This design comes from an exercise in tuning for small area, a short achievable clock period and few clock cycles per item on the open sky130 flow, not from production work. In this exercise RTL edits were held to simulation tests only and were not proved equivalent to the original.

Design macc_control_top, start of the top module:
module macc_control_top (
  input logic clk,
  input logic rst_n,
  input logic mac_begin,
  input logic acc_begin,
  input macc_pkg::len_t conv_len,
  input macc_pkg::filt_t filter_num,
  input macc_pkg::data_t weight_in,
  input macc_pkg::data_t ifmap_in,
  input macc_pkg::data_t external_psum,
  input macc_pkg::acc_t internal_psum,
  output logic mul_enable,
  output logic acc_enable,
  output macc_pkg::len_t cnt_a,
  output macc_pkg::filt_t cnt_b,
  output macc_pkg::acc_t accum_out,
  output logic psum_store,
  output logic mac_finish,
  output logic acc_finish
);
  logic issue_first;
  logic issue_last;
  logic issue_end;
  logic run_acc;
  logic keep_d;
  logic use_i_d;
  logic op_last;
  logic op_end;
  macc_pkg::data_t op_w;
  logic [16:0] op_pp0;
  logic [7:0] op_one;
  logic [7:0] op_two;
  logic [7:0] op_neg;
  macc_pkg::acc_t op_i;
  psum_sequencer u_seq (
    .clk (clk),
    .rst_n (rst_n),
    .mac_begin (mac_begin),
    .acc_begin (acc_begin),
    .conv_len (conv_len),
    .filter_num (filter_num),
    .issue_first (issue_first),
    .issue_last (issue_last),
    .issue_end (issue_end),
    .run_acc (run_acc),
    .mul_enable (mul_enable),
    .acc_enable (acc_enable),
    .cnt_a (cnt_a),
    .cnt_b (cnt_b)
  );
  operand_stage u_ops (
    .clk (clk),
    .rst_n (rst_n),
    .acc_enable (acc_enable),
    .issue_first (issue_first),
    .issue_last (issue_last),
    .issue_end (issue_end),
    .weight_in (weight_in),
    .ifmap_in (ifmap_in),
    .external_psum (external_psum),
  ...
clock: 7.0 ns
lec_check: 0
cap_margin: 20
core_margin: 2
core_utilization: 60
cts_cluster_diameter: 100
cts_cluster_size: 25
setup_slack_margin: 4.25
slew_margin: 20
synth_hierarchical: 1
synth_minimum_keep_size: 0
standard.sh (not shown) runs the stock make flow with config.mk's settings and CLKGATE_MAP_FILE= SYNTH_SCRIPT=/design/flow/synth_recipe.tcl, a recipe that flattens the netlist after the stock synthesis.
==> flow/flow/run.sh <==
#!/bin/bash
# standard layout, with the port buffers made from the smallest plain buffer
set -euo pipefail
export BUFFER_PORTS_ARGS="-buffer_cell sky130_fd_sc_hd__buf_1"
bash standard.sh > standard_flow.log 2>&1
Testbench counts at the start, summed over its fixed seeds: cycles 24,347, items 22,427.
Change:
--- a/flow/config.mk
+++ b/flow/config.mk
@@ -12,3 +12,3 @@
 export CTS_CLUSTER_SIZE = 25
-export SETUP_SLACK_MARGIN = 4.25
+export SETUP_SLACK_MARGIN = 4.1
 export SLEW_MARGIN = 20
The changed run completed without violations.
Area after synthesis stays the same.
Routed wire length shrinks by a little under a tenth.
Register-to-register slack loses 0.02 ns.
Sequential share of layout area grows by 1.2 points.
Final area shrinks by a few percent.

---

macc_control_top again, from the RTL that the note above started with.
## macc_control_top
module macc_control_top (
  input logic clk,
  input logic rst_n,
  input logic mac_begin,
  input logic acc_begin,
  input macc_pkg::len_t conv_len,
  input macc_pkg::filt_t filter_num,
  input macc_pkg::data_t weight_in,
  input macc_pkg::data_t ifmap_in,
  input macc_pkg::data_t external_psum,
  input macc_pkg::acc_t internal_psum,
  output logic mul_enable,
  output logic acc_enable,
  output macc_pkg::len_t cnt_a,
  output macc_pkg::filt_t cnt_b,
  output macc_pkg::acc_t accum_out,
  output logic psum_store,
  output logic mac_finish,
  output logic acc_finish
);
==> flow/config.mk <==
export PLATFORM = sky130hd
export DESIGN_NAME = macc_control_top
export DESIGN_NICKNAME = macc_control_top
export VERILOG_FILES = /design/flow/design.v
export SDC_FILE = /design/flow/constraint.sdc
export NUM_CORES = 4
export LEC_CHECK = 0
export CAP_MARGIN = 20
export CORE_MARGIN = 2
export CORE_UTILIZATION = 60
export CTS_CLUSTER_DIAMETER = 100
export CTS_CLUSTER_SIZE = 25
export SETUP_SLACK_MARGIN = 4.4
export SLEW_MARGIN = 20
export SYNTH_HIERARCHICAL = 1
export SYNTH_MINIMUM_KEEP_SIZE = 0
==> flow/constraint.sdc <==
create_clock -name core_clock -period 7.0 [get_ports {clk}]
set_input_delay 1.4000 -clock core_clock [delete_from_list [all_inputs] [get_ports {clk}]]
set_output_delay 1.4000 -clock core_clock [all_outputs]
set_load 0.01 [all_outputs]
Scripts as last shown in full above: flow/flow/run.sh
The first run completed without violations.
Testbench counts at the start, summed over its fixed seeds: cycles 24,347, items 22,427.
Edit:
--- a/flow/config.mk
+++ b/flow/config.mk
@@ -12,3 +12,3 @@
 export CTS_CLUSTER_SIZE = 25
-export SETUP_SLACK_MARGIN = 4.4
+export SETUP_SLACK_MARGIN = 4.3
 export SLEW_MARGIN = 20
Effect:
- via count goes down by a few percent
- setup slack gets better by 0.022 ns
- cell count goes down slightly

---

## north
macc_control_top again, from the RTL that the note above started with.
Settings: LEC_CHECK=0, CAP_MARGIN=20, CORE_MARGIN=2, CORE_UTILIZATION=60, CTS_CLUSTER_DIAMETER=100, CTS_CLUSTER_SIZE=25, SETUP_SLACK_MARGIN=4.0, SLEW_MARGIN=20, SYNTH_HIERARCHICAL=1, SYNTH_MINIMUM_KEEP_SIZE=0; clock period 7.0 ns.
Scripts as last shown in full above: flow/flow/run.sh
Testbench counts of north, summed over its fixed seeds: cycles 24,347, items 22,427.
> inputs changed (north -> middle)
# north
export LEC_CHECK = 0
export CAP_MARGIN = 20
export CORE_MARGIN = 2
export CORE_UTILIZATION = 60
export CTS_CLUSTER_DIAMETER = 100
export CTS_CLUSTER_SIZE = 25
export SETUP_SLACK_MARGIN = 4.0
export SLEW_MARGIN = 20
export SYNTH_HIERARCHICAL = 1
export SYNTH_MINIMUM_KEEP_SIZE = 0
create_clock -name core_clock -period 7.0 [get_ports {clk}]
# middle
export LEC_CHECK = 0
export CAP_MARGIN = 20
export CORE_MARGIN = 2
export CORE_UTILIZATION = 60
export CTS_CLUSTER_DIAMETER = 100
export CTS_CLUSTER_SIZE = 25
export SETUP_SLACK_MARGIN = 4.2
export SLEW_MARGIN = 20
export SYNTH_HIERARCHICAL = 1
export SYNTH_MINIMUM_KEEP_SIZE = 0
create_clock -name core_clock -period 7.0 [get_ports {clk}]
[summary]
Changes observed in middle relative to north: register-to-register slack went up. Compared with north, middle shows least setup slack across all paths after layout higher by 120 ps. Compared with north, middle degrades worst slew slack as a fraction of its limit. Higher non-filler instance count after layout goes to middle over north. Synthesized cell count delta (north -> middle): insignificant.

---

Starting RTL as in the previous note.
Design macc_control_top, start of the top module:
module macc_control_top (
  input logic clk,
  input logic rst_n,
  input logic mac_begin,
  input logic acc_begin,
  input macc_pkg::len_t conv_len,
  input macc_pkg::filt_t filter_num,
  input macc_pkg::data_t weight_in,
  input macc_pkg::data_t ifmap_in,
  input macc_pkg::data_t external_psum,
  input macc_pkg::acc_t internal_psum,
  output logic mul_enable,
  output logic acc_enable,
  output macc_pkg::len_t cnt_a,
  output macc_pkg::filt_t cnt_b,
  output macc_pkg::acc_t accum_out,
  output logic psum_store,
  output logic mac_finish,
  output logic acc_finish
);
  logic issue_first;
  logic issue_last;
  logic issue_end;
  logic run_acc;
  logic keep_d;
  logic use_i_d;
  logic op_last;
  logic op_end;
  macc_pkg::data_t op_w;
  logic [16:0] op_pp0;
  logic [7:0] op_one;
  logic [7:0] op_two;
  logic [7:0] op_neg;
  macc_pkg::acc_t op_i;
  psum_sequencer u_seq (
    .clk (clk),
    .rst_n (rst_n),
    .mac_begin (mac_begin),
    .acc_begin (acc_begin),
    .conv_len (conv_len),
    .filter_num (filter_num),
    .issue_first (issue_first),
    .issue_last (issue_last),
    .issue_end (issue_end),
    .run_acc (run_acc),
    .mul_enable (mul_enable),
    .acc_enable (acc_enable),
    .cnt_a (cnt_a),
    .cnt_b (cnt_b)
  );
  operand_stage u_ops (
    .clk (clk),
    .rst_n (rst_n),
    .acc_enable (acc_enable),
    .issue_first (issue_first),
    .issue_last (issue_last),
    .issue_end (issue_end),
    .weight_in (weight_in),
    .ifmap_in (ifmap_in),
    .external_psum (external_psum),
    .internal_psum (internal_psum),
    .keep_d (keep_d),
    .use_i_d (use_i_d),
    .op_last (op_last),
    .op_end (op_end),
    .op_w (op_w),
    .op_pp0 (op_pp0),
    .op_one (op_one),
    .op_two (op_two),
    .op_neg (op_neg),
    .op_i (op_i)
  );
  macc_unit u_mac (
    .clk (clk),
    .rst_n (rst_n),
    .keep_d (keep_d),
    .use_i_d (use_i_d),
    .op_last (op_last),
    .op_end (op_end),
    .run_acc (run_acc),
    .op_w (op_w),
  ...
clock: 7.0 ns
lec_check: 0
cap_margin: 20
core_margin: 2
core_utilization: 60
cts_buf_list: sky130_fd_sc_hd__clkbuf_8
cts_cluster_diameter: 60
cts_cluster_size: 16
setup_slack_margin: 4.2
slew_margin: 20
synth_hierarchical: 1
synth_minimum_keep_size: 0
Scripts as last shown in full above: flow/flow/run.sh
Testbench counts at the start, summed over its fixed seeds: cycles 24,347, items 22,427.
Change:
CAP_MARGIN = 0   (was 20)
CTS_BUF_LIST = default   (was sky130_fd_sc_hd__clkbuf_8)
CTS_CLUSTER_DIAMETER = 100   (was 60)
CTS_CLUSTER_SIZE = 25   (was 16)
SLEW_MARGIN = 0   (was 20)
- The changed run went through all stages and came out clean
- area after synthesis stays the same
- worst setup slack is better by 0.0051 ns

==> separate check: timing with driven ports <==
In the flow no input, the clock included, has a driving cell. The finished layouts below were timed again as built, in two steps.
Step 1: set_driving_cell puts a clkbuf_16 on clk and a buf_2 on each other input, an assumption about the parent block.
Step 2, shift: input delay + t, output delay - t, t = (earliest + latest rising clock arrival at the registers) / 2. This alone moves slack from input paths to output paths.
a / b / c = ideal ports / drivers / drivers and shift; a / b = the first two.
run | shift t [ns] | slack for setup (ns) | worst hold slack (ns)
the first run of note 1 | 0.534 | 4.245 / 4.245 / 3.942 | 0.331 / 0.331 / 0.331
the second run of note 1 | 0.530 | 4.227 / 4.227 / 3.802 | 0.332 / 0.332 / 0.332
the first run of note 2 | 0.538 | 4.217 / 4.217 / 4.083 | 0.331 / 0.331 / 0.331
the second run of note 2 | 0.533 | 4.240 / 4.240 / 3.957 | 0.331 / 0.331 / 0.331
north | 0.531 | 4.120 / 4.120 / 3.798 | 0.332 / 0.332 / 0.332
middle | 0.526 | 4.240 / 4.240 / 3.936 | 0.331 / 0.331 / 0.331
the first run of note 4 | 0.595 | 4.235 / 4.235 / 3.827 | 0.335 / 0.335 / 0.335
the second run of note 4 | 0.526 | 4.240 / 4.240 / 3.936 | 0.331 / 0.331 / 0.331
After both steps every run listed still meets setup and hold. The setup slack of the second run of note 1, which loses most, moves by 0.000 ns with the drivers and by -0.425 ns with both steps.
